What follows belongs to an exercise in optimizing a design on an open flow for small area; a production flow would make more cautious choices.
Only simulation tests tie the RTL to the original design; equivalence was not proved.

==> flow/design.v (excerpt) <==
module pcie_tx (
   input  logic                                    pcie_clk,
   input  logic                                    rst_reg,
   input  logic                                    wr_req,
   output logic                                    wr_ack,
   input  logic                                    wr_beat_valid,
   input  logic [pcie_tx_link_pkg::data_w-1:0]     wr_data,
   input  logic [pcie_tx_link_pkg::rem_w-1:0]      wr_rem,
   input  logic                                    wr_sof,
   input  logic                                    wr_eof,
   input  logic [2:0]                               wr_merge,
   input  logic [pcie_tx_link_pkg::mem_addr_w-1:0] wr_mem_addr_hi,
   input  logic [pcie_tx_link_pkg::mem_addr_w-1:0] wr_mem_addr_lo,
   input  logic                                    wr_mem_en_hi,
   input  logic                                    wr_mem_en_lo,
   input  logic                                    rd_req,
   output logic                                    rd_ack,
   input  logic                                    rd_beat_valid,
   input  logic [pcie_tx_link_pkg::data_w-1:0]     rd_data,
   input  logic [pcie_tx_link_pkg::rem_w-1:0]      rd_rem,
   input  logic                                    rd_sof,
   input  logic                                    rd_eof,
   input  logic                                    cm_req,
   output logic                                    cm_ack,
   input  logic                                    cm_beat_valid,
   input  logic [pcie_tx_link_pkg::data_w-1:0]     cm_data,
   input  logic [pcie_tx_link_pkg::rem_w-1:0]      cm_rem,
   input  logic                                    cm_sof,
   input  logic                                    cm_eof,
   input  logic [2:0]                               cm_merge,
   input  logic [pcie_tx_link_pkg::mem_addr_w-1:0] cm_mem_addr_hi,
   input  logic [pcie_tx_link_pkg::mem_addr_w-1:0] cm_mem_addr_lo,
   input  logic                                    cm_mem_en_hi,
   input  logic                                    cm_mem_en_lo,
   output logic [pcie_tx_link_pkg::mem_addr_w-1:0] mem_addr_hi,
   output logic [pcie_tx_link_pkg::mem_addr_w-1:0] mem_addr_lo,
   output logic                                    mem_en_hi,
   output logic                                    mem_en_lo,
   input  logic [pcie_tx_link_pkg::word_w-1:0]     mem_data_hi,
   input  logic [pcie_tx_link_pkg::word_w-1:0]     mem_data_lo,
   output logic [pcie_tx_link_pkg::data_w-1:0]     tx_data,
   output logic [pcie_tx_link_pkg::rem_w-1:0]      tx_rem,
   output logic                                    tx_sof,
   output logic                                    tx_eof,
   output logic                                    tx_valid,
   input  logic                                    tx_ready,
   input  logic [pcie_tx_arb_pkg::num_src-1:0]     tx_buf_av,
   input  logic                                    bus_master_en,
   output logic                                    tx_stall,
   output logic [31:0]                             stat_word_cnt,
   output logic [31:0]                             stat_wr_cnt,
   output logic [31:0]                             stat_rd_cnt,
   output logic [31:0]                             stat_cm_cnt
);
export LEC_CHECK = 0
export ABC_AREA = 1
export CAP_MARGIN = 20
export CORE_MARGIN = 2
export CORE_UTILIZATION = 70
export SLEW_MARGIN = 20
create_clock -name core_clock -period 4.0 [get_ports {pcie_clk}]
standard.sh (not shown) runs the stock make flow with config.mk's settings and CLKGATE_MAP_FILE= SYNTH_SCRIPT=/design/flow/synth_recipe.tcl, a recipe that flattens the netlist after the stock synthesis.
==> flow/flow/run.sh <==
#!/bin/bash
# Standard ORFS layout with three changes:
#  - synthesis maps with an area-oriented ABC script (choice network + amap) in place of
#    ORFS's abc_area.script; registers are untouched, only the combinational mapping differs,
#  - the port buffers are the smallest buffer, sky130_fd_sc_hd__buf_1,
#  - the clock tree uses small clock buffers and no dummy loads.
# All of ORFS's output goes to flow_standard.log; each step's own log is under orfs/logs/.
set -euo pipefail
mkdir -p scripts_area
cp -r "$FLOW_HOME"/scripts/. scripts_area/
printf 'strash\ndch -f\namap\ntopo\nstime -c\n' > scripts_area/abc_area.script
export SCRIPTS_DIR="$PWD/scripts_area"
export BUFFER_PORTS_ARGS="-buffer_cell sky130_fd_sc_hd__buf_1"
export CTS_ARGS="-sink_clustering_enable -repair_clock_nets -dont_use_dummy_load -buf_list sky130_fd_sc_hd__clkbuf_4 -sink_clustering_size 10 -sink_clustering_max_diameter 40"
bash standard.sh > flow_standard.log 2>&1
The starting point ended with an error in I/O pin placement (3_2_place_iop) (PPL-0024).
Then changed:
--- a/flow/config.mk
+++ b/flow/config.mk
@@ -10,3 +10,3 @@
 export CORE_MARGIN = 2
-export CORE_UTILIZATION = 70
+export CORE_UTILIZATION = 60
 export SLEW_MARGIN = 20
Effect: The new run passed the timing, design-rule and antenna checks. Synthesized cell count stays the same. Area after synthesis is unchanged.

[what the ideal ports hide]
No port has a modelled driver above. Below, the same layout with a new extraction and two added sets of constraints. Step 1 (the two cells are an assumption about what drives the block):
set clk [get_ports {pcie_clk}]
set_driving_cell -lib_cell sky130_fd_sc_hd__clkbuf_16 $clk
set_driving_cell -lib_cell sky130_fd_sc_hd__buf_2 [delete_from_list [all_inputs] $clk]
Step 2, shift: input delay + t, output delay - t, t = (earliest + latest rising clock arrival at the registers) / 2. This alone moves slack from input paths to output paths. Three values: ideal ports, drivers, drivers and shift; two values: the first two.
run: the second run
shift t [ns]: 0.738
setup WS [ns]: 0.518 / 0.518 / 0.518
hold slack, ns: 0.322 / 0.355 / 0.370
latest minus earliest clock arrival (ns): 0.056 / 0.056
cell pins on the clock port's net: 1
After both steps the second run still meets setup and hold. For the second run, drivers alone change the setup slack by 0.000 ns; drivers and shift together by 0.000 ns.
